Context: an optimization exercise on an open-source flow, tuned for small area, a short achievable clock period and few clock cycles per item. The choices shown serve that exercise and are no tape-out recipe. No run shown here included a check of the RTL's function; only the layout flow was run. Power and IR drop assume default switching activity.

File: flow/constraint.sdc
create_clock -name core_clock -period 7.2 [get_ports {clk}]
set_input_delay 1.4400 -clock core_clock [delete_from_list [all_inputs] [get_ports {clk}]]
set_output_delay 1.4400 -clock core_clock [all_outputs]
set_load 0.01 [all_outputs]
File: flow/flow/run.sh
#!/bin/bash
# The standard layout, with plain buffers (buf_1) rather than delay cells on the ports; ORFS's
# resizer sizes them afterwards as it does every cell. Each step's log is in orfs/logs/.
set -euo pipefail
bash standard.sh "BUFFER_PORTS_ARGS=-buffer_cell sky130_fd_sc_hd__buf_1" finish > standard.log 2>&1
File: flow/standard.sh
#!/bin/bash
# synth_recipe.tcl (not shown) runs the flow's synth.tcl, then flattens the netlist and writes it again
# the make line also repeats each setting of config.mk as NAME=value (left out here)
make -C /OpenROAD-flow-scripts/flow DESIGN_CONFIG=/design/flow/config.mk WORK_HOME=/design/flow/orfs CLKGATE_MAP_FILE= SYNTH_SCRIPT=/design/flow/synth_recipe.tcl "${@:-finish}"
File: flow/config.mk
export PLATFORM = sky130hd
export DESIGN_NAME = mult_stream_mac
export DESIGN_NICKNAME = mult_stream_mac
export VERILOG_FILES = /design/flow/design.v
export SDC_FILE = /design/flow/constraint.sdc
export NUM_CORES = 4
export LEC_CHECK = 0
export CAP_MARGIN = 20
export CORE_MARGIN = 2
export CORE_UTILIZATION = 40
export SETUP_SLACK_MARGIN = 3.6
export SLEW_MARGIN = 20
File: flow/design.v
module mult_stream_mac #(
    parameter int DATA_WIDTH = 8,
    parameter int MAP_SIZE = 32,
    parameter int LANES = 32,
    localparam int BEATS = MAP_SIZE * MAP_SIZE / LANES,
    localparam int ACC_WIDTH = 2 * DATA_WIDTH + $clog2(BEATS)
) (
    input  logic                         clk,
    input  logic                         rst_n,
    input  logic                         mode,
    input  logic                         in_valid,
    output logic                         in_ready,
    input  logic [LANES*DATA_WIDTH-1:0]  a,
    input  logic [LANES*DATA_WIDTH-1:0]  b,
    output logic                         out_valid,
    input  logic                         out_ready,
    output logic [LANES*ACC_WIDTH-1:0]   out_data,
    output logic                         out_last
);
    localparam int CW = (BEATS > 1) ? $clog2(BEATS) : 1;
    localparam logic [CW-1:0] LAST_CNT = CW'(BEATS - 1);
    localparam int CSW = 25;    
    logic [CW-1:0]               r_cnt;
    logic                        r_map_mode;
    logic [LANES*CSW-1:0]        r_cs;
    logic                        r_v1, r_last1, r_mode1;
    logic [LANES*ACC_WIDTH-1:0]  r_res;
    logic                        r_out_valid, r_out_last;
    localparam int NK = 6;         
    logic [NK-1:0]               r_keep;
    logic [NK-1:0]               w_keep_nxt;
    logic                        w_stall, w_take, w_adv, w_kn, w_mode;
    assign w_stall   = r_out_valid & ~out_ready;
    assign in_ready  = ~w_stall;
    assign w_take    = in_valid & ~w_stall;
    assign w_mode    = (r_cnt == '0) ? mode : r_map_mode;
    assign w_adv     = r_v1 & ~w_stall;
    assign w_kn      = r_map_mode & (r_cnt != '0);
    assign w_keep_nxt[0] = w_kn;
    assign w_keep_nxt[1] = w_kn & in_valid;
    assign w_keep_nxt[2] = w_kn | ~in_valid;
    assign w_keep_nxt[3] = ~w_kn;
    assign w_keep_nxt[4] = ~(w_kn & in_valid);
    assign w_keep_nxt[5] = ~(w_kn | ~in_valid);
    assign out_valid = r_out_valid;
    assign out_data  = r_res;
    assign out_last  = r_out_last;
    for (genvar i = 0; i < LANES; i++) begin : g_lane
        logic [CSW-1:0]       w_cs;
        logic [ACC_WIDTH-1:0] w_r, w_s;
        mult_stream_mac_pp u_pp (
            .x(a[i*DATA_WIDTH +: DATA_WIDTH]), .y(b[i*DATA_WIDTH +: DATA_WIDTH]), .cs(w_cs)
        );
        localparam int K = i * NK / LANES;
        logic w_keep;
        assign w_keep = (K >= NK / 2) ? ~r_keep[K] : r_keep[K];
        assign w_r = w_keep ? r_res[i*ACC_WIDTH +: ACC_WIDTH] : '0;
        mult_stream_mac_acc u_acc (.cs(r_cs[i*CSW +: CSW]), .r(w_r), .s(w_s));
        always_ff @(posedge clk) begin
            if (w_take) r_cs[i*CSW +: CSW] <= w_cs;
            if (w_adv) r_res[i*ACC_WIDTH +: ACC_WIDTH] <= w_s;
        end
    end
    always_ff @(posedge clk or negedge rst_n) begin
        if (!rst_n) begin
            r_cnt       <= '0;
            r_map_mode  <= 1'b0;
            r_v1        <= 1'b0;
            r_last1     <= 1'b0;
            r_mode1     <= 1'b0;
            r_keep      <= '0;
            r_out_valid <= 1'b0;
            r_out_last  <= 1'b0;
        end else begin
            if (w_take) begin
                r_cnt <= (r_cnt == LAST_CNT) ? '0 : r_cnt + CW'(1);
                if (r_cnt == '0) r_map_mode <= mode;
            end
            if (!w_stall) begin
                r_v1        <= in_valid;
                r_last1     <= (r_cnt == LAST_CNT);
                r_mode1     <= w_mode;
                r_keep      <= w_keep_nxt;
                r_out_valid <= w_adv & (~r_mode1 | r_last1);
                r_out_last  <= r_mode1 | r_last1;
            end
        end
    end
endmodule
module mult_stream_mac_pp (
    input  logic [7:0] x,
    input  logic [7:0] y,
    output logic [24:0] cs
);
    logic m1;
    logic m2;
    logic m3;
    logic m4;
    logic m5;
    logic m6;
    logic m7;
    logic m8;
    logic m9;
    logic m10;
    logic m11;
    logic m12;
    logic m13;
    logic m14;
    logic m15;
    logic m16;
    logic m17;
    logic m18;
    logic m19;
    logic m20;
    logic m21;
    logic m22;
    logic m23;
    logic m24;
    logic m25;
    logic m26;
    logic m27;
    logic m28;
    logic m29;
    logic m30;
    logic m31;
    logic m32;
    logic m33;
    logic m34;
    logic m35;
    logic m36;
    logic m37;
    logic m38;
    logic m39;
    logic m40;
    logic m41;
    logic m42;
    logic m43;
    logic m44;
    logic m45;
    logic m46;
    logic m47;
    logic m48;
    logic m49;
    logic m50;
    logic m51;
    logic m52;
    logic m53;
    logic m54;
    logic m55;
    logic m56;
    logic m57;
    logic m58;
    logic m59;
    logic m60;
    logic m61;
    logic m62;
    logic m63;
    logic m64;
    logic m65;
    logic m66;
    logic m67;
    logic m68;
    logic m69;
    logic m70;
    logic m71;
    logic m72;
    logic m73;
    logic m74;
    logic m75;
    logic m76;
    logic m77;
    logic m78;
    logic m79;
    logic m80;
    logic m81;
    logic m82;
    logic m83;
    logic m84;
    logic m85;
    logic m86;
    logic m87;
    logic m88;
    logic m89;
    logic m90;
    logic m91;
    logic m92;
    logic m93;
    logic m94;
    logic m95;
    logic m96;
    logic m97;
    logic m98;
    logic m99;
    logic m100;
    logic m101;
    logic m102;
    logic m103;
    logic m104;
    logic m105;
    logic m106;
    logic m107;
    logic m108;
    logic m109;
    logic m110;
    logic m111;
    logic m112;
    logic m113;
    logic m114;
    logic m115;
    logic m116;
    logic m117;
    logic m118;
    logic m119;
    logic m120;
    logic m121;
    logic m122;
    logic m123;
    logic m124;
    logic m125;
    logic m126;
    logic m127;
    logic m128;
    logic m129;
    logic m130;
    logic m131;
    logic m132;
    logic m133;
    logic m134;
    logic m135;
    logic m136;
    logic m137;
    logic m138;
    logic m139;
    logic m140;
    logic m141;
    logic m142;
    logic m143;
    logic m144;
    logic m145;
    logic m146;
    logic m147;
    logic m148;
    logic m149;
    logic m150;
    logic m151;
    logic m152;
    logic m153;
    logic m154;
    logic m155;
    logic m156;
    logic m157;
    logic m158;
    logic m159;
    logic m160;
    logic m161;
    logic m162;
    logic m163;
    logic m164;
    logic m165;
    logic m166;
    logic m167;
    logic m168;
    logic m169;
    logic m170;
    logic m171;
    logic m172;
    logic m173;
    logic m174;
    logic m175;
    logic m176;
    assign m1 = x[0] & y[0];
    assign m2 = x[0] & y[1];
    assign m3 = x[0] & y[2];
    assign m4 = x[0] & y[3];
    assign m5 = x[0] & y[4];
    assign m6 = x[0] & y[5];
    assign m7 = x[0] & y[6];
    assign m8 = ~(x[0] & y[7]);
    assign m9 = x[1] & y[0];
    assign m10 = x[1] & y[1];
    assign m11 = x[1] & y[2];
    assign m12 = x[1] & y[3];
    assign m13 = x[1] & y[4];
    assign m14 = x[1] & y[5];
    assign m15 = x[1] & y[6];
    assign m16 = ~(x[1] & y[7]);
    assign m17 = x[2] & y[0];
    assign m18 = x[2] & y[1];
    assign m19 = x[2] & y[2];
    assign m20 = x[2] & y[3];
    assign m21 = x[2] & y[4];
    assign m22 = x[2] & y[5];
    assign m23 = x[2] & y[6];
    assign m24 = ~(x[2] & y[7]);
    assign m25 = x[3] & y[0];
    assign m26 = x[3] & y[1];
    assign m27 = x[3] & y[2];
    assign m28 = x[3] & y[3];
    assign m29 = x[3] & y[4];
    assign m30 = x[3] & y[5];
    assign m31 = x[3] & y[6];
    assign m32 = ~(x[3] & y[7]);
    assign m33 = x[4] & y[0];
    assign m34 = x[4] & y[1];
    assign m35 = x[4] & y[2];
    assign m36 = x[4] & y[3];
    assign m37 = x[4] & y[4];
    assign m38 = x[4] & y[5];
    assign m39 = x[4] & y[6];
    assign m40 = ~(x[4] & y[7]);
    assign m41 = x[5] & y[0];
    assign m42 = x[5] & y[1];
    assign m43 = x[5] & y[2];
    assign m44 = x[5] & y[3];
    assign m45 = x[5] & y[4];
    assign m46 = x[5] & y[5];
    assign m47 = x[5] & y[6];
    assign m48 = ~(x[5] & y[7]);
    assign m49 = x[6] & y[0];
    assign m50 = x[6] & y[1];
    assign m51 = x[6] & y[2];
    assign m52 = x[6] & y[3];
    assign m53 = x[6] & y[4];
    assign m54 = x[6] & y[5];
    assign m55 = x[6] & y[6];
    assign m56 = ~(x[6] & y[7]);
    assign m57 = ~(x[7] & y[0]);
    assign m58 = ~(x[7] & y[1]);
    assign m59 = ~(x[7] & y[2]);
    assign m60 = ~(x[7] & y[3]);
    assign m61 = ~(x[7] & y[4]);
    assign m62 = ~(x[7] & y[5]);
    assign m63 = ~(x[7] & y[6]);
    assign m64 = x[7] & y[7];
    assign m65 = m2 ^ m9;
    assign m66 = m2 & m9;
    assign m67 = m3 ^ m10 ^ m17;
    assign m68 = (m3 & m10) | (m3 & m17) | (m10 & m17);
    assign m69 = m66 ^ m67;
    assign m70 = m66 & m67;
    assign m71 = m4 ^ m11 ^ m18;
    assign m72 = (m4 & m11) | (m4 & m18) | (m11 & m18);
    assign m73 = m25 ^ m68 ^ m71;
    assign m74 = (m25 & m68) | (m25 & m71) | (m68 & m71);
    assign m75 = m70 ^ m73;
    assign m76 = m70 & m73;
    assign m77 = m5 ^ m12 ^ m19;
    assign m78 = (m5 & m12) | (m5 & m19) | (m12 & m19);
    assign m79 = m26 ^ m33 ^ m72;
    assign m80 = (m26 & m33) | (m26 & m72) | (m33 & m72);
    assign m81 = m77 ^ m74 ^ m79;
    assign m82 = (m77 & m74) | (m77 & m79) | (m74 & m79);
    assign m83 = m76 ^ m81;
    assign m84 = m76 & m81;
    assign m85 = m6 ^ m13 ^ m20;
    assign m86 = (m6 & m13) | (m6 & m20) | (m13 & m20);
    assign m87 = m27 ^ m34 ^ m41;
    assign m88 = (m27 & m34) | (m27 & m41) | (m34 & m41);
    assign m89 = m78 ^ m85 ^ m87;
    assign m90 = (m78 & m85) | (m78 & m87) | (m85 & m87);
    assign m91 = m80 ^ m89 ^ m82;
    assign m92 = (m80 & m89) | (m80 & m82) | (m89 & m82);
    assign m93 = m7 ^ m14 ^ m21;
    assign m94 = (m7 & m14) | (m7 & m21) | (m14 & m21);
    assign m95 = m28 ^ m35 ^ m42;
    assign m96 = (m28 & m35) | (m28 & m42) | (m35 & m42);
    assign m97 = m49 ^ m86 ^ m88;
    assign m98 = (m49 & m86) | (m49 & m88) | (m86 & m88);
    assign m99 = m93 ^ m95 ^ m90;
    assign m100 = (m93 & m95) | (m93 & m90) | (m95 & m90);
    assign m101 = m97 ^ m99;
    assign m102 = m97 & m99;
    assign m103 = m8 ^ m15 ^ m22;
    assign m104 = (m8 & m15) | (m8 & m22) | (m15 & m22);
    assign m105 = m29 ^ m36 ^ m43;
    assign m106 = (m29 & m36) | (m29 & m43) | (m36 & m43);
    assign m107 = m50 ^ m57 ^ m94;
    assign m108 = (m50 & m57) | (m50 & m94) | (m57 & m94);
    assign m109 = m96 ^ m103 ^ m105;
    assign m110 = (m96 & m103) | (m96 & m105) | (m103 & m105);
    assign m111 = m98 ^ m107 ^ m109;
    assign m112 = (m98 & m107) | (m98 & m109) | (m107 & m109);
    assign m113 = m100 ^ m111;
    assign m114 = m100 & m111;
    assign m115 = ~(m16 ^ m23);
    assign m116 = m16 | m23;
    assign m117 = m30 ^ m37 ^ m44;
    assign m118 = (m30 & m37) | (m30 & m44) | (m37 & m44);
    assign m119 = m51 ^ m58 ^ m104;
    assign m120 = (m51 & m58) | (m51 & m104) | (m58 & m104);
    assign m121 = m106 ^ m115 ^ m117;
    assign m122 = (m106 & m115) | (m106 & m117) | (m115 & m117);
    assign m123 = m108 ^ m110 ^ m119;
    assign m124 = (m108 & m110) | (m108 & m119) | (m110 & m119);
    assign m125 = m121 ^ m112 ^ m123;
    assign m126 = (m121 & m112) | (m121 & m123) | (m112 & m123);
    assign m127 = m24 ^ m31 ^ m38;
    assign m128 = (m24 & m31) | (m24 & m38) | (m31 & m38);
    assign m129 = m45 ^ m52 ^ m59;
    assign m130 = (m45 & m52) | (m45 & m59) | (m52 & m59);
    assign m131 = m116 ^ m118 ^ m127;
    assign m132 = (m116 & m118) | (m116 & m127) | (m118 & m127);
    assign m133 = m129 ^ m120 ^ m122;
    assign m134 = (m129 & m120) | (m129 & m122) | (m120 & m122);
    assign m135 = m131 ^ m124 ^ m133;
    assign m136 = (m131 & m124) | (m131 & m133) | (m124 & m133);
    assign m137 = m32 ^ m39 ^ m46;
    assign m138 = (m32 & m39) | (m32 & m46) | (m39 & m46);
    assign m139 = m53 ^ m60 ^ m128;
    assign m140 = (m53 & m60) | (m53 & m128) | (m60 & m128);
    assign m141 = m130 ^ m137 ^ m132;
    assign m142 = (m130 & m137) | (m130 & m132) | (m137 & m132);
    assign m143 = m139 ^ m134 ^ m141;
    assign m144 = (m139 & m134) | (m139 & m141) | (m134 & m141);
    assign m145 = m40 ^ m47 ^ m54;
    assign m146 = (m40 & m47) | (m40 & m54) | (m47 & m54);
    assign m147 = m61 ^ m138 ^ m145;
    assign m148 = (m61 & m138) | (m61 & m145) | (m138 & m145);
    assign m149 = m140 ^ m147 ^ m142;
    assign m150 = (m140 & m147) | (m140 & m142) | (m147 & m142);
    assign m151 = m48 ^ m55 ^ m62;
    assign m152 = (m48 & m55) | (m48 & m62) | (m55 & m62);
    assign m153 = m146 ^ m151 ^ m148;
    assign m154 = (m146 & m151) | (m146 & m148) | (m151 & m148);
    assign m155 = m56 ^ m63 ^ m152;
    assign m156 = (m56 & m63) | (m56 & m152) | (m63 & m152);
    assign m157 = m84 ^ m91;
    assign m158 = m84 & m91;
    assign m159 = m92 ^ m101;
    assign m160 = m92 & m101;
    assign m161 = m102 ^ m113;
    assign m162 = m102 & m113;
    assign m163 = m114 ^ m125;
    assign m164 = m114 & m125;
    assign m165 = m126 ^ m135;
    assign m166 = m126 & m135;
    assign m167 = m136 ^ m143;
    assign m168 = m136 & m143;
    assign m169 = m144 ^ m149;
    assign m170 = m144 & m149;
    assign m171 = m150 ^ m153;
    assign m172 = m150 & m153;
    assign m173 = m154 ^ m155;
    assign m174 = m154 & m155;
    assign m175 = m64 ^ m156;
    assign m176 = m64 & m156;
    assign cs[0] = m1;
    assign cs[1] = m65;
    assign cs[2] = m69;
    assign cs[3] = m75;
    assign cs[4] = m83;
    assign cs[5] = m157;
    assign cs[6] = m158;
    assign cs[7] = m159;
    assign cs[8] = m160;
    assign cs[9] = m161;
    assign cs[10] = m162;
    assign cs[11] = m163;
    assign cs[12] = m164;
    assign cs[13] = m165;
    assign cs[14] = m166;
    assign cs[15] = m167;
    assign cs[16] = m168;
    assign cs[17] = m169;
    assign cs[18] = m170;
    assign cs[19] = m171;
    assign cs[20] = m172;
    assign cs[21] = m173;
    assign cs[22] = m174;
    assign cs[23] = m175;
    assign cs[24] = m176;
endmodule
module mult_stream_mac_acc (
    input  logic [24:0] cs,
    input  logic [20:0] r,
    output logic [20:0] s
);
    logic t1;
    logic t2;
    logic t3;
    logic t4;
    logic t5;
    logic t6;
    logic t7;
    logic t8;
    logic t9;
    logic t10;
    logic t11;
    logic t12;
    logic t13;
    logic t14;
    logic t15;
    logic t16;
    logic t17;
    logic t18;
    logic t19;
    logic t20;
    logic t21;
    logic t22;
    logic t23;
    logic t24;
    logic t25;
    logic t26;
    logic [20:0] uu, vv;
    assign t1 = r[5] ^ cs[5];
    assign t2 = cs[6] | (r[5] & cs[5]);
    assign t3 = r[6] ^ cs[7];
    assign t4 = cs[8] | (r[6] & cs[7]);
    assign t5 = r[7] ^ cs[9];
    assign t6 = cs[10] | (r[7] & cs[9]);
    assign t7 = r[8] ^ cs[11];
    assign t8 = cs[12] | (r[8] & cs[11]);
    assign t9 = r[9] ^ cs[13];
    assign t10 = cs[14] | (r[9] & cs[13]);
    assign t11 = r[10] ^ cs[15];
    assign t12 = cs[16] | (r[10] & cs[15]);
    assign t13 = r[11] ^ cs[17];
    assign t14 = cs[18] | (r[11] & cs[17]);
    assign t15 = r[12] ^ cs[19];
    assign t16 = cs[20] | (r[12] & cs[19]);
    assign t17 = r[13] ^ cs[21];
    assign t18 = cs[22] | (r[13] & cs[21]);
    assign t19 = r[14] ^ cs[23];
    assign t20 = cs[24] | (r[14] & cs[23]);
    assign t21 = ~t20;
    assign t22 = ~r[16];
    assign t23 = ~r[17];
    assign t24 = ~r[18];
    assign t25 = ~r[19];
    assign t26 = ~r[20];
    assign uu = {r[19], r[18], r[17], r[16], t20, t21, t18, t16, t14, t12, t10, t8, t6, t4, t2, t1, cs[4], cs[3], cs[2], cs[1], cs[0]};
    assign vv = {t26, t25, t24, t23, t22, r[15], t19, t17, t15, t13, t11, t9, t7, t5, t3, 1'b0, r[4], r[3], r[2], r[1], r[0]};
    assign s = uu + vv;
endmodule
==> flow_summary.yaml, run 1 <==
power:
  power.density_nw_per_um2: 425
  internal-power_uw: 37100
  p_leak_uw: 0.0666
  p_comb_share_pct: 57.4
  seqPwrFrac_pct: 27.5
  power_switching_uw: 27100
  switching_share_pct: 42.2
  vdd_ir_drop_max_v: 0.000267
  pwr-share-clk_pct: 15.2
clocking:
  clockBufferDepth: 4
  cts_root_buffer: "clkbuf_16"
  hold_buffers: 0
  cts.reportedPaths.clkPinSlew_ns: 0.06
  cts_num_sinks: 1489
  cts_tree: "done"
  cts_buffers: 189
  cts.htree.levels: 4
  clk_latency_ns: 0.90
worst_setup_path:
  critPathLaunchType: "flop"
  arrival_ns: 4.33
  worstSetupPathType: "flop to flop"
  worstPathMaxFanout: 7
  critPathCaptureType: "flop"
  cp.required_ns: 7.83
synthesis:
  async_reset_ff_share_pct: 1.14
  yosysUniqueCellTypes: 75
  ys_seq_elements: 1489
  syn_area_sq_um: 130000
  synth_edf_count: 1472
  synth_top_area_share_pct: 34.0
  synthCells: 11900
  synth-seq-area-share_pct: 34.3
  ys.warnings.count: 1
  ys.flop_type: "edfxtp_1"
  syn_nets: 15100
  yosys-top-cells-area: "edfxtp_1, fa_1, ha_1, and2_1, inv_1"
  postSynthAreaPerCell_sq_um: 11.0
  yosysTopAreaCell: "edfxtp_1"
place:
  place.gp.congestion: 0.900
  port_buffers: 1191
  hpwl_mm: 278
  placed_cell_area_sq_um: 140000
die:
  coreArea_sq_um: 324000
  die_x_microns: 574
  num_rows: 209
  start_util_pct: 40.1
  die_h_microns: 574
  die_area_sq_um: 329000
  ios: 1192
detailed_routing:
  wl_per_cell_microns: 20.1
  antenna_left: 0
  num_vias: 90300
  drt-total-wl_mm: 359
  drtPass1Iterations: 6
  vias_per_cell: 5.06
  drc_errors: 0
  drtIter0Drc: 4925
global_routing:
  globalRouteOverflowTotal: 0
  grt_pass1_vias: 91400
  grt_pass1_wl_mm: 549
  grtUsageTotal_pct: 21.4
  grt_antenna_before_repair: 66
  grt_max_degree: 154
timing:
  worstMarginPinSlew_ns: 1.05
  hold_violations: 0
  rsz0062_at_grt: "true"
  slew_headroom_pct: 29.9
  setup_viol_count_final: 0
  timing.fmax_mhz: 270
  fin_crit_sh_pct: 51.4
  finalMaxSlewViolations: 0
  fin_crit_ns: 3.70
  finalClockSkew_ns: 0.0569
run:
  maxCapViolations: 0
layout:
  drive_above_1_share_pct: 12.1
  fin_util_pct: 46.6
  fill_cells: 30300
  syn_to_final_growth_pct: 16.2
  nets: 16600
  post-route-cell-area_sq_um: 151000
min_path:
  min_path_type: "flop to flop"
status:
  status: "no timing/DRC/antenna violations"
==> metrics by stage <==
stage,std cells,hold slack [ns],setup TNS (ns),power [uW],setup slack (ns)
floorplan,11900,0.450,-5716.02,41300,-7.11
global placement,17300,0.466,0,50700,2.59
detailed placement,17300,0.473,0,51000,2.56
finish,17800,0.486,0,64200,3.50
global route,17800,0.489,0,69500,3.36
CTS,17700,0.487,0,62600,3.45
==> flip-flops by register name, indices dropped and copies added (netlist names) <==
name / count
r_mode1: 1
r_res: 672
r_map_mode: 1
r_cnt: 5
r_cs: 800
r_last1: 1
r_out_valid: 1
r_keep: 6
r_v1: 1
r_out_last: 1
==> power groups by stage <==
stage | registers [uW] | clock network (uW) | logic [uW]
5_1_grt | 18000 | 10300 | 41300
3_3_place_gp | 17900 | 0 | 32800
2_1_floorplan | 18300 | 0 | 23000
6_report | 17600 | 9730 | 36800
3_5_place_dp | 17900 | 0 | 33100
4_1_cts | 17700 | 10000 | 34900
==> cells in the mapped netlist (32+ instances only) <==
| master | number |
|---|---|
| ha_1 | 1475 |
| nand4_1 | 50 |
| nor3_1 | 85 |
| or2_2 | 327 |
| nand2_1 | 1291 |
| o21a_1 | 46 |
| a21oi_1 | 418 |
| nand2b_1 | 83 |
| nor2b_1 | 321 |
| xor2_1 | 178 |
| o21bai_1 | 75 |
| and2_1 | 1346 |
| or3_1 | 32 |
| xnor2_1 | 407 |
| a21o_1 | 224 |
| o21ai_0 | 207 |
| inv_1 | 1504 |
| nor2_1 | 365 |
| nand3_1 | 104 |
| a211oi_1 | 63 |
| edfxtp_1 | 1472 |
| fa_1 | 1280 |
| a31oi_1 | 32 |
| clkbuf_1 | 90 |
| and3_1 | 62 |
==> critical path, stage by stage (launching register included) <==
cell and delay (ns):
dfrtp_4 0.54, buf_12 0.16, buf_4 0.13, bufbuf_16 0.27
and2_1 0.14, ha_1 0.40, a21oi_4 0.10, o211ai_2 0.28
a2111oi_4 0.13, o31ai_1 0.28, a21o_1 0.22, a31o_1 0.20
buf_4 0.12, buf_6 0.09, nor4_1 0.04, or3_1 0.34
==> worst paths after layout <==
check	start	end	slack, ns	depth (start not counted)
max	r_keep[1]	r_res[186]	3.50	15
min	r_map_mode	r_map_mode	0.49	2
max in group asynchronous	rst_n	r_keep[1]	6.32	1
min in group asynchronous	rst_n	r_out_last	0.51	1
min reg2reg	r_map_mode	r_map_mode	0.49	2
max reg2reg	r_keep[1]	r_res[186]	3.50	15
==> per-layer routing <==
layer | global-route usage [%] | up-vias | part of all wire (%) | wire [microns]
li1 | - | 42700 | - | -
met3 | 5.41 | 584 | 7.5 | 26800
met4 | 8.02 | 42 | 4.2 | 15200
met5 | 0 | - | 0.072 | 260
met1 | 28.0 | 44800 | 43 | 153000
met2 | 34.1 | 2243 | 46 | 164000
==> cell families (layout without fill, tap and decap cells) <==
logic type | Yosys count | in the layout | synth area share, %
AOI/OAI and AO/OA | 1320 | 1320 | 6.67
adders and majority gates | 2755 | 2755 | 33.9
xor gates and xnor gates | 585 | 585 | 3.94
other | 0 | 33 | 0
buffers and inverters | 1599 | 3226 | 4.62
muxes | 6 | 6 | 0.0481
DFF | 1489 | 1489 | 34.3
and+or+nand+nor | 4105 | 4105 | 16.5
==> layout make-up <==
| class | count | area (sq um) | area share [%] |
|---|---|---|---|
| timing repair buffer | 1379 | 7390 | 4.89 |
| tap | 4325 | 5410 | 3.58 |
| antenna | 33 | 82.6 | 0.0547 |
| clock buffer | 226 | 4890 | 3.24 |
| sequential | 1489 | 44700 | 29.6 |
| inverter | 1504 | 5650 | 3.74 |
| clock inverter | 117 | 1300 | 0.858 |
| multi-input combinational | 8771 | 81600 | 54.1 |
==> placed cells by master (no fill, tap or decap), types with 45 or more instances in the layout <==
cell type  Yosys  routed
a21oi_2        2      55
o21a_1        46      45
buf_1          4     779
inv_1       1504    1502
edfxtp_1    1472    1472
nor3_1        85      82
nor2_1       365     354
ha_1        1475    1395
buf_2          1      69
xor2_1       178     177
nor2b_1      321     303
buf_4          0     114
clkbuf_2       0     342
clkbuf_16      0     196
a211oi_1      63      47
and3_1        62      62
and2_1      1346    1312
xnor2_1      407     407
a21o_1       224     224
nand3_1      104      99
o21ai_0      207     172
or2_2        327     317
nand2_1     1291    1283
fa_1        1280    1219
nand4_1       50      50
nand2b_1      83      83
a21oi_1      418     356
fa_2           0      61
o21bai_1      75      75
==> repair_timing <==
item                                    4_1_cts  5_1_grt
cloned                                       10        6
endpoints found under the setup margin      408      363
gates resized for setup                     211      808
pin swaps                                    43      160
setup buffers                                68       67
==> inputs of run 2 (changes only) <==
--- a/flow/design.v
+++ b/flow/design.v
@@ -501,7 +501,196 @@
     logic t24;
     logic t25;
     logic t26;
-    logic [20:0] uu, vv;
+    logic t27;
+    logic t28;
+    logic t29;
+    logic t30;
+    logic t31;
+    logic t32;
+    logic t33;
+    logic t34;
+    logic t35;
+    logic t36;
+    logic t37;
+    logic t38;
+    logic t39;
+    logic t40;
+    logic t41;
+    logic t42;
+    logic t43;
+    logic t44;
+    logic t45;
+    logic t46;
+    logic t47;
+    logic t48;
+    logic t49;
+    logic t50;
+    logic t51;
+    logic t52;
+    logic t53;
+    logic t54;
+    logic t55;
+    logic t56;
+    logic t57;
+    logic t58;
+    logic t59;
+    logic t60;
+    logic t61;
+    logic t62;
+    logic t63;
+    logic t64;
+    logic t65;
+    logic t66;
+    logic t67;
+    logic t68;
+    logic t69;
+    logic t70;
+    logic t71;
+    logic t72;
+    logic t73;
+    logic t74;
+    logic t75;
+    logic t76;
+    logic t77;
+    logic t78;
+    logic t79;
+    logic t80;
+    logic t81;
+    logic t82;
+    logic t83;
+    logic t84;
+    logic t85;
+    logic t86;
+    logic t87;
+    logic t88;
+    logic t89;
+    logic t90;
+    logic t91;
+    logic t92;
+    logic t93;
+    logic t94;
+    logic t95;
+    logic t96;
+    logic t97;
+    logic t98;
+    logic t99;
+    logic t100;
+    logic t101;
+    logic t102;
+    logic t103;
+    logic t104;
+    logic t105;
+    logic t106;
+    logic t107;
+    logic t108;
+    logic t109;
+    logic t110;
+    logic t111;
+    logic t112;
+    logic t113;
+    logic t114;
+    logic t115;
+    logic t116;
+    logic t117;
+    logic t118;
+    logic t119;
+    logic t120;
+    logic t121;
+    logic t122;
+    logic t123;
+    logic t124;
+    logic t125;
+    logic t126;
+    logic t127;
+    logic t128;
+    logic t129;
+    logic t130;
+    logic t131;
+    logic t132;
+    logic t133;
+    logic t134;
+    logic t135;
+    logic t136;
+    logic t137;
+    logic t138;
+    logic t139;
+    logic t140;
+    logic t141;
+    logic t142;
+    logic t143;
+    logic t144;
+    logic t145;
+    logic t146;
+    logic t147;
+    logic t148;
+    logic t149;
+    logic t150;
+    logic t151;
+    logic t152;
+    logic t153;
+    logic t154;
+    logic t155;
+    logic t156;
+    logic t157;
+    logic t158;
+    logic t159;
+    logic t160;
+    logic t161;
+    logic t162;
+    logic t163;
+    logic t164;
+    logic t165;
+    logic t166;
+    logic t167;
+    logic t168;
+    logic t169;
+    logic t170;
+    logic t171;
+    logic t172;
+    logic t173;
+    logic t174;
+    logic t175;
+    logic t176;
+    logic t177;
+    logic t178;
+    logic t179;
+    logic t180;
+    logic t181;
+    logic t182;
+    logic t183;
+    logic t184;
+    logic t185;
+    logic t186;
+    logic t187;
+    logic t188;
+    logic t189;
+    logic t190;
+    logic t191;
+    logic t192;
+    logic t193;
+    logic t194;
+    logic t195;
+    logic t196;
+    logic t197;
+    logic t198;
+    logic t199;
+    logic t200;
+    logic t201;
+    logic t202;
+    logic t203;
+    logic t204;
+    logic t205;
+    logic t206;
+    logic t207;
+    logic t208;
+    logic t209;
+    logic t210;
+    logic t211;
+    logic t212;
+    logic t213;
+    logic t214;
+    logic t215;
+    logic t216;
     assign t1 = r[5] ^ cs[5];
     assign t2 = cs[6] | (r[5] & cs[5]);
     assign t3 = r[6] ^ cs[7];
@@ -528,7 +717,215 @@
     assign t24 = ~r[18];
     assign t25 = ~r[19];
     assign t26 = ~r[20];
-    assign uu = {r[19], r[18], r[17], r[16], t20, t21, t18, t16, t14, t12, t10, t8, t6, t4, t2, t1, cs[4], cs[3], cs[2], cs[1], cs[0]};
-    assign vv = {t26, t25, t24, t23, t22, r[15], t19, t17, t15, t13, t11, t9, t7, t5, t3, 1'b0, r[4], r[3], r[2], r[1], r[0]};
-    assign s = uu + vv;
+    assign t27 = cs[0] & r[0];
+    assign t28 = cs[0] ^ r[0];
+    assign t29 = cs[1] & r[1];
+    assign t30 = cs[1] ^ r[1];
+    assign t31 = cs[2] & r[2];
+    assign t32 = cs[2] ^ r[2];
+    assign t33 = cs[3] & r[3];
+    assign t34 = cs[3] ^ r[3];
+    assign t35 = cs[4] & r[4];
+    assign t36 = cs[4] ^ r[4];
+    assign t37 = t1 & 1'b0;
+    assign t38 = t1 ^ 1'b0;
+    assign t39 = t2 & t3;
+    assign t40 = t2 ^ t3;
+    assign t41 = t4 & t5;
+    assign t42 = t4 ^ t5;
+    assign t43 = t6 & t7;
+    assign t44 = t6 ^ t7;
+    assign t45 = t8 & t9;
+    assign t46 = t8 ^ t9;
+    assign t47 = t10 & t11;
+    assign t48 = t10 ^ t11;
+    assign t49 = t12 & t13;
+    assign t50 = t12 ^ t13;
+    assign t51 = t14 & t15;
+    assign t52 = t14 ^ t15;
+    assign t53 = t16 & t17;
+    assign t54 = t16 ^ t17;
+    assign t55 = t18 & t19;
+    assign t56 = t18 ^ t19;
+    assign t57 = t21 & r[15];
+    assign t58 = t21 ^ r[15];
+    assign t59 = t20 & t22;
+    assign t60 = t20 ^ t22;
+    assign t61 = r[16] & t23;
+    assign t62 = r[16] ^ t23;
+    assign t63 = r[17] & t24;
+    assign t64 = r[17] ^ t24;
+    assign t65 = r[18] & t25;
+    assign t66 = r[18] ^ t25;
+    assign t67 = r[19] & t26;
+    assign t68 = r[19] ^ t26;
+    assign t69 = t29 | (t30 & t27);
+    assign t70 = t30 & t28;
+    assign t71 = t31 | (t32 & t29);
+    assign t72 = t32 & t30;
+    assign t73 = t33 | (t34 & t31);
+    assign t74 = t34 & t32;
+    assign t75 = t35 | (t36 & t33);
+    assign t76 = t36 & t34;
+    assign t77 = t37 | (t38 & t35);
+    assign t78 = t38 & t36;
+    assign t79 = t39 | (t40 & t37);
+    assign t80 = t40 & t38;
+    assign t81 = t41 | (t42 & t39);
+    assign t82 = t42 & t40;
+    assign t83 = t43 | (t44 & t41);
+    assign t84 = t44 & t42;
+    assign t85 = t45 | (t46 & t43);
+    assign t86 = t46 & t44;
+    assign t87 = t47 | (t48 & t45);
+    assign t88 = t48 & t46;
+    assign t89 = t49 | (t50 & t47);
+    assign t90 = t50 & t48;
+    assign t91 = t51 | (t52 & t49);
+    assign t92 = t52 & t50;
+    assign t93 = t53 | (t54 & t51);
+    assign t94 = t54 & t52;
+    assign t95 = t55 | (t56 & t53);
+    assign t96 = t56 & t54;
+    assign t97 = t57 | (t58 & t55);
+    assign t98 = t58 & t56;
+    assign t99 = t59 | (t60 & t57);
+    assign t100 = t60 & t58;
+    assign t101 = t61 | (t62 & t59);
+    assign t102 = t62 & t60;
+    assign t103 = t63 | (t64 & t61);
+    assign t104 = t64 & t62;
+    assign t105 = t65 | (t66 & t63);
+    assign t106 = t66 & t64;
+    assign t107 = t67 | (t68 & t65);
+    assign t108 = t68 & t66;
+    assign t109 = t71 | (t72 & t27);
+    assign t110 = t72 & t28;
+    assign t111 = t73 | (t74 & t69);
+    assign t112 = t74 & t70;
+    assign t113 = t75 | (t76 & t71);
+    assign t114 = t76 & t72;
+    assign t115 = t77 | (t78 & t73);
+    assign t116 = t78 & t74;
+    assign t117 = t79 | (t80 & t75);
+    assign t118 = t80 & t76;
+    assign t119 = t81 | (t82 & t77);
+    assign t120 = t82 & t78;
+    assign t121 = t83 | (t84 & t79);
+    assign t122 = t84 & t80;
+    assign t123 = t85 | (t86 & t81);
+    assign t124 = t86 & t82;
+    assign t125 = t87 | (t88 & t83);
+    assign t126 = t88 & t84;
+    assign t127 = t89 | (t90 & t85);
+    assign t128 = t90 & t86;
+    assign t129 = t91 | (t92 & t87);
+    assign t130 = t92 & t88;
+    assign t131 = t93 | (t94 & t89);
+    assign t132 = t94 & t90;
+    assign t133 = t95 | (t96 & t91);
+    assign t134 = t96 & t92;
+    assign t135 = t97 | (t98 & t93);
+    assign t136 = t98 & t94;
+    assign t137 = t99 | (t100 & t95);
+    assign t138 = t100 & t96;
+    assign t139 = t101 | (t102 & t97);
+    assign t140 = t102 & t98;
+    assign t141 = t103 | (t104 & t99);
+    assign t142 = t104 & t100;
+    assign t143 = t105 | (t106 & t101);
+    assign t144 = t106 & t102;
+    assign t145 = t107 | (t108 & t103);
+    assign t146 = t108 & t104;
+    assign t147 = t113 | (t114 & t27);
+    assign t148 = t114 & t28;
+    assign t149 = t115 | (t116 & t69);
+    assign t150 = t116 & t70;
+    assign t151 = t117 | (t118 & t109);
+    assign t152 = t118 & t110;
+    assign t153 = t119 | (t120 & t111);
+    assign t154 = t120 & t112;
+    assign t155 = t121 | (t122 & t113);
+    assign t156 = t122 & t114;
+    assign t157 = t123 | (t124 & t115);
+    assign t158 = t124 & t116;
+    assign t159 = t125 | (t126 & t117);
+    assign t160 = t126 & t118;
+    assign t161 = t127 | (t128 & t119);
+    assign t162 = t128 & t120;
+    assign t163 = t129 | (t130 & t121);
+    assign t164 = t130 & t122;
+    assign t165 = t131 | (t132 & t123);
+    assign t166 = t132 & t124;
+    assign t167 = t133 | (t134 & t125);
+    assign t168 = t134 & t126;
+    assign t169 = t135 | (t136 & t127);
+    assign t170 = t136 & t128;
+    assign t171 = t137 | (t138 & t129);
+    assign t172 = t138 & t130;
+    assign t173 = t139 | (t140 & t131);
+    assign t174 = t140 & t132;
+    assign t175 = t141 | (t142 & t133);
+    assign t176 = t142 & t134;
+    assign t177 = t143 | (t144 & t135);
+    assign t178 = t144 & t136;
+    assign t179 = t145 | (t146 & t137);
+    assign t180 = t146 & t138;
+    assign t181 = t155 | (t156 & t27);
+    assign t182 = t156 & t28;
+    assign t183 = t157 | (t158 & t69);
+    assign t184 = t158 & t70;
+    assign t185 = t159 | (t160 & t109);
+    assign t186 = t160 & t110;
+    assign t187 = t161 | (t162 & t111);
+    assign t188 = t162 & t112;
+    assign t189 = t163 | (t164 & t147);
+    assign t190 = t164 & t148;
+    assign t191 = t165 | (t166 & t149);
+    assign t192 = t166 & t150;
+    assign t193 = t167 | (t168 & t151);
+    assign t194 = t168 & t152;
+    assign t195 = t169 | (t170 & t153);
+    assign t196 = t170 & t154;
+    assign t197 = t171 | (t172 & t155);
+    assign t198 = t172 & t156;
+    assign t199 = t173 | (t174 & t157);
+    assign t200 = t174 & t158;
+    assign t201 = t175 | (t176 & t159);
+    assign t202 = t176 & t160;
+    assign t203 = t177 | (t178 & t161);
+    assign t204 = t178 & t162;
+    assign t205 = t179 | (t180 & t163);
+    assign t206 = t180 & t164;
+    assign t207 = t197 | (t198 & t27);
+    assign t208 = t198 & t28;
+    assign t209 = t199 | (t200 & t69);
+    assign t210 = t200 & t70;
+    assign t211 = t201 | (t202 & t109);
+    assign t212 = t202 & t110;
+    assign t213 = t203 | (t204 & t111);
+    assign t214 = t204 & t112;
+    assign t215 = t205 | (t206 & t147);
+    assign t216 = t206 & t148;
+    assign s[0] = t28;
+    assign s[1] = t30 ^ t27;
+    assign s[2] = t32 ^ t69;
+    assign s[3] = t34 ^ t109;
+    assign s[4] = t36 ^ t111;
+    assign s[5] = t38 ^ t147;
+    assign s[6] = t40 ^ t149;
+    assign s[7] = t42 ^ t151;
+    assign s[8] = t44 ^ t153;
+    assign s[9] = t46 ^ t181;
+    assign s[10] = t48 ^ t183;
+    assign s[11] = t50 ^ t185;
+    assign s[12] = t52 ^ t187;
+    assign s[13] = t54 ^ t189;
+    assign s[14] = t56 ^ t191;
+    assign s[15] = t58 ^ t193;
+    assign s[16] = t60 ^ t195;
+    assign s[17] = t62 ^ t207;
+    assign s[18] = t64 ^ t209;
+    assign s[19] = t66 ^ t211;
+    assign s[20] = t68 ^ t213;
 endmodule
==> run 2 against run 1 <==
Still clean. Combinational power barely moved. Cell count rose by 1.5%. Worst hold slack improved by 0.0013 ns. Critical endpoint is now r_cs[536].
==> flow_summary.yaml, run 2 <==
worst_setup_path:
  r2r_cells: 13
  worstSetupPathType: "primary input to flop"
  max_stage_delay_ns: 0.57
  critPathLaunchType: "primary input"
  worstPathMaxFanout: 8
  regToRegSetupSlack_ns: 3.62
  cp.required_ns: 7.84
  crit_top_cell: "fa_1"
  arrival_ns: 4.22
  cp_slowest_cell: "fa_2"
  path_cells: "clkbuf_2 -> and2_1 -> fa_2 -> inv_1 -> fa_1 -> fa_1 -> fa_1 -> inv_1 -> ha_1"
  critPathCaptureType: "flop"
  cp-startpoint: "b[173]"
  rr_startpoint: "r_keep[4]"
clocking:
  clk_latency_ns: 0.88
  cts_num_sinks: 1489
  cts.htree.levels: 4
  hold_buffers: 0
  cts.reportedPaths.clkPinSlew_ns: 0.06
  cts_tree: "done"
  cts_root_buffer: "clkbuf_16"
  cts_buffers: 191
  clockBufferDepth: 4
detailed_routing:
  drtIter0Drc: 5055
  vias_per_cell: 5.05
  drc_errors: 0
  wl_per_cell_microns: 20.0
  antenna_left: 0
  num_vias: 91500
  drt-total-wl_mm: 362
  drtPass1Iterations: 5
synthesis:
  synth_edf_count: 1472
  synth_compound_area_share_pct: 7.32
  ys.warnings.count: 1
  synth-seq-area-share_pct: 34.0
  yosysUniqueCellTypes: 90
  ys_seq_elements: 1489
  synth-simple-area-share_pct: 16.3
  syn_area_sq_um: 131000
  synthAdderAreaFrac_pct: 33.6
  syn_nets: 15400
  synthTopCellsByCount: "inv_1, ha_1, edfxtp_1"
  synth_top_area_share_pct: 33.7
  synth_top_family_by_area: "adder cells"
  synth.most_common_cell: "inv_1"
  synthXorXnorAreaFrac_pct: 3.66
  yosys-top-cells-area: "edfxtp_1, fa_1, ha_1, and2_1, inv_1"
  postSynthAreaPerCell_sq_um: 10.8
  yosysTopAreaCell: "edfxtp_1"
  async_reset_ff_share_pct: 1.14
  synthCells: 12100
  ys.flop_type: "edfxtp_1"
  yosys-mux-area-fraction_pct: 0.0867
layout:
  nets: 16800
  post-route-cell-area_sq_um: 151000
  syn_to_final_growth_pct: 15.4
  layout_common_cells: "inv_1, edfxtp_1, ha_1"
  layout.cells.non_filler: 18100
  fill_cells: 30800
  drive_above_1_share_pct: 11.1
  largest-register: "r_cs"
  final_common_cell: "inv_1"
  largest_reg_flops: 800
  multi_input_area_sq_um: 82000
  reg_top3: "r_cs: 800 flops, r_res: 672 flops, r_keep: 6 flops"
  seqCellArea_sq_um: 44700
min_path:
  worstHoldStart: "r_map_mode"
  whs_path_depth: 2
  min_path_type: "flop to flop"
timing:
  hold_violations: 0
  fin_crit_sh_pct: 49.8
  fin_crit_ns: 3.59
  rsz0062_at_grt: "true"
  slew_headroom_pct: 38.5
  finalMaxSlewViolations: 0
  setup_slack_ns: 3.61
  finalClockSkew_ns: 0.0596
  worstMarginPinSlew_ns: 0.922
  setup_viol_count_final: 0
  timing.fmax_mhz: 279
die:
  num_rows: 210
  start_util_pct: 40.2
  die_x_microns: 577
  ios: 1192
  die_h_microns: 577
  die_area_sq_um: 333000
  coreArea_sq_um: 327000
power:
  vdd_ir_drop_max_v: 0.000305
  p_leak_uw: 0.0672
  power.density_nw_per_um2: 424
place:
  place.gp.congestion: 0.880
  hpwl_mm: 278
  dpl_worst_slack_ns: 2.42
  post-place-cells: 17600
  placed_cell_area_sq_um: 141000
  port_buffers: 1191
global_routing:
  grt_max_degree: 133
  grt_pass1_vias: 92100
  grt_pass1_wl_mm: 546
  globalRouteOverflowTotal: 0
  grtUsageTotal_pct: 21.2
  grt_antenna_before_repair: 72
run:
  maxCapViolations: 0
status:
  status: "no timing/DRC/antenna violations"
## run 2: changes by cell type after synthesis, sizes merged, moves of 23 or more
cell and change:
nand2 +45, o21ai +54, and2 -32, and3 -23
o21a +44, nand2b +46, xor2 -38, inv +133
## run 2: per-layer routing
layer / up-vias / wire [microns] / track usage (%)
met5: - / 386 / 0
met4: 60 / 13800 / 7.26
met3: 538 / 31200 / 6.52
met2: 2243 / 162000 / 33.4
met1: 45300 / 155000 / 27.5
li1: 43300 / - / -
## run 2: path summary, 6_finish.rpt
path                              endpoint
max in group asynchronous        r_keep[5]
min in group asynchronous        r_keep[2]
worst min register to register  r_map_mode
worst max register to register  r_res[521]
worst max-delay path             r_cs[536]
worst min-delay path            r_map_mode
## run 2: cell families after synthesis
kind of cell	after synthesis
adders and majority gates	2755
DFF	1489
AOI/OAI and AO/OA	1464
buffers and inverters	1750
and+or+nand+nor	4129
muxes	11
xor gates and xnor gates	549
## run 2: critical path, delay by kind of cell
kind          cells  cell delay (ns)
fa+ha+maj         5             2.32
buf+inv           3             0.25
simple gates      1             0.21
## run 2: per-stage QoR
stage	utilization (%)	power, uW	hold WS, ns	setup TNS (ns)
after global placement	43.2	51500	0.454	0
after floorplan	-	42000	0.450	-5716.02
after global routing	46.3	69800	0.522	0
after detailed placement	43.2	51900	0.471	0
after CTS	45.4	62800	0.475	0
final	46.3	64300	0.488	0
## run 2: timing repair
item | in CTS | in global routing
endpoints found under the hold margin | 0 | 0
cloned | 7 | 10
resized for setup | 98 | 744
setup endpoints to repair | 419 | 334
buffers inserted | 33 | 63
pin swaps | 14 | 130
## run 2: area by class of cell
type / instances / share of cell area, %
antenna: 37 / 0.0611
multi-input combinational: 8908 / 54.1
tap: 4346 / 3.59
clock inverter: 112 / 0.674
inverter: 1637 / 4.06
clock buffer: 231 / 3.30
timing repair buffer: 1346 / 4.69
sequential: 1489 / 29.5
## run 2: where the power goes
group	total [uW]	leakage, uW	switching (uW)	internal (uW)
Combinational	37100	0.0499	21400	15700
Clock	9510	0.00292	4070	5440
Sequential	17600	0.0144	1940	15700

==> what the ideal ports hide <==
The flow's constraints put no driver on any port. The routed layouts listed below were extracted and timed again, unchanged, in two steps. Step 1 sets driving cells, clkbuf_16 on the clock port and buf_2 on the other inputs (assumed; they add their load-dependent delay and slew). Step 2 adds t to the input delays and takes it off the output delays; t is the mean of the earliest and latest rising clock arrival at the registers after step 1. Input paths then give back, and output paths get back, about the clock's delay inside the block. a / b / c = no drivers / after step 1 / after step 2; a / b = the first two.
run	t, ns	setup WS [ns]	worst setup path at the end	worst slew at a driven data input, ns
run 1	0.979	3.499 / 3.499 / 2.627	input to register	0.20
run 2	0.967	3.614 / 3.616 / 2.669	input to register	0.20
After both steps every run listed still meets setup and hold. The setup slack of run 2, which loses most, moves by +0.002 ns with the drivers and by -0.945 ns with both steps.
